This design comes from an exercise in tuning for small area and a short achievable clock period on the open sky130 flow, not from production work.
Power figures rest on the tool's default switching activity, not on a simulated workload.

==> flow/design.v <==
package backend_pkg;
    localparam int WORD_W = 16;
    localparam int REG_N  = 4;
    localparam int IMM_W  = 8;
    typedef logic [WORD_W-1:0]        word_t;
    typedef logic [$clog2(REG_N)-1:0] reg_idx_t;
    typedef enum logic [3:0] {
        ADD, SUB, AND, ORR, NOT, TCP, SHL, SHR,
        LHI, ADI, LWD, SWD, WWD, HLT
    } op_t;
    typedef struct packed {
        logic             valid;
        op_t              op;
        reg_idx_t         rs;
        reg_idx_t         rt;
        reg_idx_t         rd;
        logic [IMM_W-1:0] imm;
    } issue_t;
    typedef struct packed {
        word_t    alu_result;  
        word_t    r_data1;     
        word_t    r_data2;     
        reg_idx_t rd;
        logic     mem_read;
        logic     mem_write;
        logic     reg_write;
        logic     mem_to_reg;
        logic     is_wwd;
        logic     is_done;
    } ex_mem_t;
    typedef struct packed {
        word_t    wb_data;
        word_t    wwd_data;
        reg_idx_t rd;
        logic     reg_write;
        logic     is_wwd;
        logic     is_done;
    } mem_wb_t;
endpackage
module mem_lines (
    input  logic [15:0]  lo,
    input  logic [15:0]  rhi,
    input  logic [15:0]  whi,
    output logic [255:0] rd_line,
    output logic [255:0] wr_line
);
    for (genvar w = 0; w < 256; w++) begin : g_line
        assign rd_line[w] = lo[w % 16] & rhi[w / 16];
        assign wr_line[w] = lo[w % 16] & whi[w / 16];
    end
endmodule
module mem_bank (
    input  logic               clk,
    input  logic [15:0]        rd_line,
    input  logic [15:0]        wr_line,
    input  backend_pkg::word_t wr_data,
    output backend_pkg::word_t rd_data
);
    localparam int W = backend_pkg::WORD_W;
    logic [16*W-1:0] words;    
    always_ff @(posedge clk) begin
        for (int w = 0; w < 16; w++) begin
            if (wr_line[w]) begin
                words[W*w +: W] <= wr_data;
            end
        end
    end
    for (genvar i = 0; i < W; i++) begin : g_bit
        logic [7:0] pair_n;    
        for (genvar k = 0; k < 8; k++) begin : g_pair
            mem_aoi2 u_aoi2 (
                .a0 (rd_line[2*k]),   .b0 (words[W*(2*k)   + i]),
                .a1 (rd_line[2*k+1]), .b1 (words[W*(2*k+1) + i]),
                .y  (pair_n[k])
            );
        end
        assign rd_data[i] = ~&pair_n;
    end
endmodule
module mem_aoi2 (
    input  logic a0, b0,
    input  logic a1, b1,
    output logic y
);
    assign y = ~((a0 & b0) | (a1 & b1));
endmodule
module cpu_backend (
    input  logic               clk,
    input  logic               rst,
    input  logic               issue_valid,
    input  logic [3:0]         issue_op,
    input  logic [1:0]         issue_rs,
    input  logic [1:0]         issue_rt,
    input  logic [1:0]         issue_rd,
    input  logic [7:0]         issue_imm,
    input  logic               flush,
    output logic               wwd_valid,
    output backend_pkg::word_t wwd_data,
    output logic               done
);
    localparam int W = backend_pkg::WORD_W;
    logic               ex_wr;       
    logic               ex_wwd;
    logic               ex_hlt;
    logic [1:0]         ex_rd;
    backend_pkg::word_t ex_res;      
    backend_pkg::word_t ex_b;        
    logic [15:0]        ex_lo;       
    logic [15:0]        ex_rhi;      
    logic [15:0]        ex_whi;      
    backend_pkg::word_t regs [0:backend_pkg::REG_N-1];
    backend_pkg::word_t mem_rd_data;
    backend_pkg::word_t mem_result;
    logic [255:0]       rd_line;
    logic [255:0]       wr_line;
    backend_pkg::word_t bank_rd [0:15];
    mem_lines u_mem_lines (
        .lo      (ex_lo),
        .rhi     (ex_rhi),
        .whi     (ex_whi),
        .rd_line (rd_line),
        .wr_line (wr_line)
    );
    for (genvar b = 0; b < 16; b++) begin : g_bank
        mem_bank u_bank (
            .clk     (clk),
            .rd_line (rd_line[16*b +: 16]),
            .wr_line (wr_line[16*b +: 16]),
            .wr_data (ex_b),
            .rd_data (bank_rd[b])
        );
    end
    always_comb begin
        mem_rd_data = '0;
        for (int b = 0; b < 16; b++) begin
            mem_rd_data = mem_rd_data | bank_rd[b];
        end
    end
    assign mem_result = mem_rd_data | ex_res;
    always_ff @(posedge clk) begin
        if (rst) begin
            for (int i = 0; i < backend_pkg::REG_N; i++) begin
                regs[i] <= '0;
            end
        end else if (ex_wr) begin
            regs[ex_rd] <= mem_result;
        end
    end
    logic accept;
    logic is_add, is_sub, is_and, is_orr, is_not, is_tcp, is_shl, is_shr, is_lhi, is_imm;
    logic is_ld, is_st, is_wr;
    always_comb begin
        accept = issue_valid & ~flush;
        is_add = (issue_op == 4'd0);
        is_sub = (issue_op == 4'd1);
        is_and = (issue_op == 4'd2);
        is_orr = (issue_op == 4'd3);
        is_not = (issue_op == 4'd4);
        is_tcp = (issue_op == 4'd5);
        is_shl = (issue_op == 4'd6);
        is_shr = (issue_op == 4'd7);
        is_lhi = (issue_op == 4'd8);
        is_imm = (issue_op == 4'd9) || (issue_op == 4'd10) || (issue_op == 4'd11);  
        is_ld  = (issue_op == 4'd10);
        is_st  = (issue_op == 4'd11);
        is_wr  = (issue_op <= 4'd10);
    end
    backend_pkg::word_t op_a;
    backend_pkg::word_t op_b;
    assign op_a = (ex_wr && ex_rd == issue_rs) ? mem_result : regs[issue_rs];
    assign op_b = (ex_wr && ex_rd == issue_rt) ? mem_result : regs[issue_rt];
    function automatic backend_pkg::word_t carries(input backend_pkg::word_t g, input backend_pkg::word_t p);
        backend_pkg::word_t gg;
        backend_pkg::word_t pp;
        gg = g;
        pp = p;
        for (int d = 1; d < 16; d = d * 2) begin
            for (int i = 15; i >= d; i--) begin
                gg[i] = gg[i] | (pp[i] & gg[i-d]);
                pp[i] = pp[i] & pp[i-d];
            end
        end
        carries = {gg[14:0], 1'b0};
    endfunction
    backend_pkg::word_t imm_sext;
    backend_pkg::word_t x, y, g, p, sum, result;
    assign imm_sext = {{8{issue_imm[7]}}, issue_imm};
    assign x = is_sub ? ~op_a : op_a;
    always_comb begin
        y = '0;
        if (is_add || is_sub) y = op_b;
        if (is_imm) y = imm_sext;
        if (is_tcp) y = 16'hffff;
    end
    assign p   = x ^ y;
    assign g   = x & y;
    assign sum = p ^ carries(g, p) ^ {W{is_sub | is_tcp}};
    always_comb begin
        if (is_add || is_sub || is_tcp || is_imm) result = sum;
        else if (is_and) result = op_a & op_b;
        else if (is_orr) result = op_a | op_b;
        else if (is_not) result = ~op_a;
        else if (is_shl) result = {op_a[14:0], 1'b0};
        else if (is_shr) result = {op_a[15], op_a[15:1]};
        else if (is_lhi) result = {issue_imm, 8'h00};
        else result = op_a;                       
    end
    function automatic logic [15:0] onehot4(input logic [3:0] v);
        onehot4 = 16'h0001 << v;
    endfunction
    always_ff @(posedge clk) begin
        if (rst) begin
            ex_wr  <= 1'b0;
            ex_wwd <= 1'b0;
            ex_hlt <= 1'b0;
            ex_whi <= '0;
        end else begin
            ex_wr  <= accept & is_wr;
            ex_wwd <= accept & (issue_op == 4'd12);
            ex_hlt <= accept & (issue_op == 4'd13);
            ex_whi <= (accept & is_st) ? onehot4(sum[7:4]) : 16'h0000;
        end
    end
    always_ff @(posedge clk) begin
        ex_rd  <= issue_rd;
        ex_res <= is_ld ? '0 : result;
        ex_b   <= op_b;
        ex_lo  <= onehot4(sum[3:0]);
        ex_rhi <= is_ld ? onehot4(sum[7:4]) : 16'h0000;
    end
    always_ff @(posedge clk) begin
        if (rst) begin
            wwd_valid <= 1'b0;
            done      <= 1'b0;
        end else begin
            wwd_valid <= ex_wwd;
            done      <= ex_hlt;
        end
    end
    always_ff @(posedge clk) begin
        wwd_data <= ex_res;    
    end
endmodule
module backend_top (
    input  logic        clk,
    input  logic        rst,           
    input  logic        issue_valid,
    input  logic [3:0]  issue_op,
    input  logic [1:0]  issue_rs,
    input  logic [1:0]  issue_rt,
    input  logic [1:0]  issue_rd,
    input  logic [7:0]  issue_imm,
    input  logic        flush,
    output logic        wwd_valid,
    output logic [15:0] wwd_data,
    output logic        done
);
    cpu_backend u_cpu_backend (
        .clk         (clk),
        .rst         (rst),
        .issue_valid (issue_valid),
        .issue_op    (issue_op),
        .issue_rs    (issue_rs),
        .issue_rt    (issue_rt),
        .issue_rd    (issue_rd),
        .issue_imm   (issue_imm),
        .flush       (flush),
        .wwd_valid   (wwd_valid),
        .wwd_data    (wwd_data),
        .done        (done)
    );
endmodule
export LEC_CHECK = 0
export CAP_MARGIN = 30
export CORE_MARGIN = 2
export CORE_UTILIZATION = 50
export CTS_CLUSTER_DIAMETER = 120
export CTS_CLUSTER_SIZE = 30
export SETUP_SLACK_MARGIN = 3.5
export SLEW_MARGIN = 40
export SYNTH_HIERARCHICAL = 1
export SYNTH_MEMORY_MAX_BITS = 8192
export SYNTH_MINIMUM_KEEP_SIZE = 0
create_clock -name core_clock -period 7.5 [get_ports {clk}]
standard.sh (not shown) runs the stock make flow with config.mk's settings and CLKGATE_MAP_FILE= SYNTH_SCRIPT=/design/flow/synth_recipe.tcl, a recipe that flattens the netlist after the stock synthesis.
==> flow/flow/run.sh <==
#!/bin/bash
# Layout: the standard flow (standard.sh) with two synthesis changes that
# leave the registers as the standard synthesis makes them:
# - Yosys does not extract full/half adder cells (ADDER_MAP_FILE empty). ABC
#   cannot see through those cells, so it maps the logic behind them as if it
#   were off the critical path.
# - The slow 4-input OR/NOR cells and the majority cell are added to the
#   platform's don't-use list (the list below is the platform's, then these).
# - ABC sizes its cells for a 1 fF load instead of 5 fF; the timing repair
#   after placement sizes up the cells that need it.
# Each tool's output is in the ORFS logs under orfs/logs; make's own output is
# in flow_make.log.
set -euo pipefail
DONT_USE="sky130_fd_sc_hd__probe_p_8 sky130_fd_sc_hd__probec_p_8 sky130_fd_sc_hd__lpflow_bleeder_1 sky130_fd_sc_hd__lpflow_clkbufkapwr_1 sky130_fd_sc_hd__lpflow_clkbufkapwr_16 sky130_fd_sc_hd__lpflow_clkbufkapwr_2 sky130_fd_sc_hd__lpflow_clkbufkapwr_4 sky130_fd_sc_hd__lpflow_clkbufkapwr_8 sky130_fd_sc_hd__lpflow_clkinvkapwr_1 sky130_fd_sc_hd__lpflow_clkinvkapwr_16 sky130_fd_sc_hd__lpflow_clkinvkapwr_2 sky130_fd_sc_hd__lpflow_clkinvkapwr_4 sky130_fd_sc_hd__lpflow_clkinvkapwr_8 sky130_fd_sc_hd__lpflow_decapkapwr_12 sky130_fd_sc_hd__lpflow_decapkapwr_3 sky130_fd_sc_hd__lpflow_decapkapwr_4 sky130_fd_sc_hd__lpflow_decapkapwr_6 sky130_fd_sc_hd__lpflow_decapkapwr_8 sky130_fd_sc_hd__lpflow_inputiso0n_1 sky130_fd_sc_hd__lpflow_inputiso0p_1 sky130_fd_sc_hd__lpflow_inputiso1n_1 sky130_fd_sc_hd__lpflow_inputiso1p_1 sky130_fd_sc_hd__lpflow_inputisolatch_1 sky130_fd_sc_hd__lpflow_isobufsrc_1 sky130_fd_sc_hd__lpflow_isobufsrc_16 sky130_fd_sc_hd__lpflow_isobufsrc_2 sky130_fd_sc_hd__lpflow_isobufsrc_4 sky130_fd_sc_hd__lpflow_isobufsrc_8 sky130_fd_sc_hd__lpflow_isobufsrckapwr_16 sky130_fd_sc_hd__lpflow_lsbuf_lh_hl_isowell_tap_1 sky130_fd_sc_hd__lpflow_lsbuf_lh_hl_isowell_tap_2 sky130_fd_sc_hd__lpflow_lsbuf_lh_hl_isowell_tap_4 sky130_fd_sc_hd__lpflow_lsbuf_lh_isowell_4 sky130_fd_sc_hd__lpflow_lsbuf_lh_isowell_tap_1 sky130_fd_sc_hd__lpflow_lsbuf_lh_isowell_tap_2 sky130_fd_sc_hd__lpflow_lsbuf_lh_isowell_tap_4  sky130_fd_sc_hd__or4_1 sky130_fd_sc_hd__or4_2 sky130_fd_sc_hd__or4_4 sky130_fd_sc_hd__or4b_1 sky130_fd_sc_hd__or4b_2 sky130_fd_sc_hd__or4b_4 sky130_fd_sc_hd__or4bb_1 sky130_fd_sc_hd__or4bb_2 sky130_fd_sc_hd__or4bb_4 sky130_fd_sc_hd__nor4_1 sky130_fd_sc_hd__nor4_2 sky130_fd_sc_hd__nor4_4 sky130_fd_sc_hd__nor4b_1 sky130_fd_sc_hd__nor4b_2 sky130_fd_sc_hd__nor4b_4 sky130_fd_sc_hd__nor4bb_1 sky130_fd_sc_hd__nor4bb_2 sky130_fd_sc_hd__nor4bb_4 sky130_fd_sc_hd__maj3_1 sky130_fd_sc_hd__maj3_2 sky130_fd_sc_hd__maj3_4 "
bash standard.sh ADDER_MAP_FILE= ABC_LOAD_IN_FF=1 "DONT_USE_CELLS=$DONT_USE" finish > flow_make.log 2>&1
==> next run, changes <==
Settings changed: CTS_CLUSTER_DIAMETER 120 to 110, CTS_CLUSTER_SIZE 30 to 26.
Sequential power barely changes.
Total power is higher by about 1.9%.
Via count barely changes.
Routed wire length is higher by 0.35%.
==> next run, changes <==
--- a/flow/flow/run.sh
+++ b/flow/flow/run.sh
@@ -9,7 +9,9 @@
 # - ABC sizes its cells for a 1 fF load instead of 5 fF; the timing repair
 #   after placement sizes up the cells that need it.
+# - Timing repair may resize a cell to any drive strength, not only to cells
+#   of the same footprint (the platform sets MATCH_CELL_FOOTPRINT=1).
 # Each tool's output is in the ORFS logs under orfs/logs; make's own output is
 # in flow_make.log.
 set -euo pipefail
 DONT_USE="sky130_fd_sc_hd__probe_p_8 sky130_fd_sc_hd__probec_p_8 sky130_fd_sc_hd__lpflow_bleeder_1 sky130_fd_sc_hd__lpflow_clkbufkapwr_1 sky130_fd_sc_hd__lpflow_clkbufkapwr_16 sky130_fd_sc_hd__lpflow_clkbufkapwr_2 sky130_fd_sc_hd__lpflow_clkbufkapwr_4 sky130_fd_sc_hd__lpflow_clkbufkapwr_8 sky130_fd_sc_hd__lpflow_clkinvkapwr_1 sky130_fd_sc_hd__lpflow_clkinvkapwr_16 sky130_fd_sc_hd__lpflow_clkinvkapwr_2 sky130_fd_sc_hd__lpflow_clkinvkapwr_4 sky130_fd_sc_hd__lpflow_clkinvkapwr_8 sky130_fd_sc_hd__lpflow_decapkapwr_12 sky130_fd_sc_hd__lpflow_decapkapwr_3 sky130_fd_sc_hd__lpflow_decapkapwr_4 sky130_fd_sc_hd__lpflow_decapkapwr_6 sky130_fd_sc_hd__lpflow_decapkapwr_8 sky130_fd_sc_hd__lpflow_inputiso0n_1 sky130_fd_sc_hd__lpflow_inputiso0p_1 sky130_fd_sc_hd__lpflow_inputiso1n_1 sky130_fd_sc_hd__lpflow_inputiso1p_1 sky130_fd_sc_hd__lpflow_inputisolatch_1 sky130_fd_sc_hd__lpflow_isobufsrc_1 sky130_fd_sc_hd__lpflow_isobufsrc_16 sky130_fd_sc_hd__lpflow_isobufsrc_2 sky130_fd_sc_hd__lpflow_isobufsrc_4 sky130_fd_sc_hd__lpflow_isobufsrc_8 sky130_fd_sc_hd__lpflow_isobufsrckapwr_16 sky130_fd_sc_hd__lpflow_lsbuf_lh_hl_isowell_tap_1 sky130_fd_sc_hd__lpflow_lsbuf_lh_hl_isowell_tap_2 sky130_fd_sc_hd__lpflow_lsbuf_lh_hl_isowell_tap_4 sky130_fd_sc_hd__lpflow_lsbuf_lh_isowell_4 sky130_fd_sc_hd__lpflow_lsbuf_lh_isowell_tap_1 sky130_fd_sc_hd__lpflow_lsbuf_lh_isowell_tap_2 sky130_fd_sc_hd__lpflow_lsbuf_lh_isowell_tap_4  sky130_fd_sc_hd__or4_1 sky130_fd_sc_hd__or4_2 sky130_fd_sc_hd__or4_4 sky130_fd_sc_hd__or4b_1 sky130_fd_sc_hd__or4b_2 sky130_fd_sc_hd__or4b_4 sky130_fd_sc_hd__or4bb_1 sky130_fd_sc_hd__or4bb_2 sky130_fd_sc_hd__or4bb_4 sky130_fd_sc_hd__nor4_1 sky130_fd_sc_hd__nor4_2 sky130_fd_sc_hd__nor4_4 sky130_fd_sc_hd__nor4b_1 sky130_fd_sc_hd__nor4b_2 sky130_fd_sc_hd__nor4b_4 sky130_fd_sc_hd__nor4bb_1 sky130_fd_sc_hd__nor4bb_2 sky130_fd_sc_hd__nor4bb_4 sky130_fd_sc_hd__maj3_1 sky130_fd_sc_hd__maj3_2 sky130_fd_sc_hd__maj3_4 "
-bash standard.sh ADDER_MAP_FILE= ABC_LOAD_IN_FF=1 "DONT_USE_CELLS=$DONT_USE" finish > flow_make.log 2>&1
+bash standard.sh ADDER_MAP_FILE= MATCH_CELL_FOOTPRINT=0 ABC_LOAD_IN_FF=1 "DONT_USE_CELLS=$DONT_USE" finish > flow_make.log 2>&1
Settings changed: CTS_CLUSTER_DIAMETER 110 to 120, CTS_CLUSTER_SIZE 26 to 30.
=>
- The new run went through all stages and came out clean
- first-iteration DRC count falls by 3.5%
- final area shrinks by about 1.2%
- maximum frequency came out lower by about 3.4%
- total power went down by about 2%
- global-route usage came out lower by 0.10 points
- final cell count falls by 0.72%
No functional check of the RTL was part of any run of this note.

## afterwards: timing with drivers on the ports
Ports are ideal in the flow. The routed layouts listed here were re-timed in OpenROAD.
Step 1: set_driving_cell puts a clkbuf_16 on clk and a buf_2 on each other input, an assumption about the parent block.
Step 2, shift: input delay + t, output delay - t, t = (earliest + latest rising clock arrival at the registers) / 2. This alone moves slack from input paths to output paths.
a / b / c = no drivers / after step 1 / after step 2; a / b = the first two.
run | shift t [ns] | setup WS [ns] | clock arrival spread, ns
the first run | 0.998 | 2.640 / 2.640 / 1.720 | 0.075 / 0.075
the second run | 1.009 | 2.739 / 2.739 / 1.849 | 0.072 / 0.072
the third run | 0.999 | 2.570 / 2.570 / 1.664 | 0.078 / 0.078
After both steps every run listed still meets setup and hold. The setup slack of the first run, which loses most, moves by 0.000 ns with the drivers and by -0.920 ns with both steps.
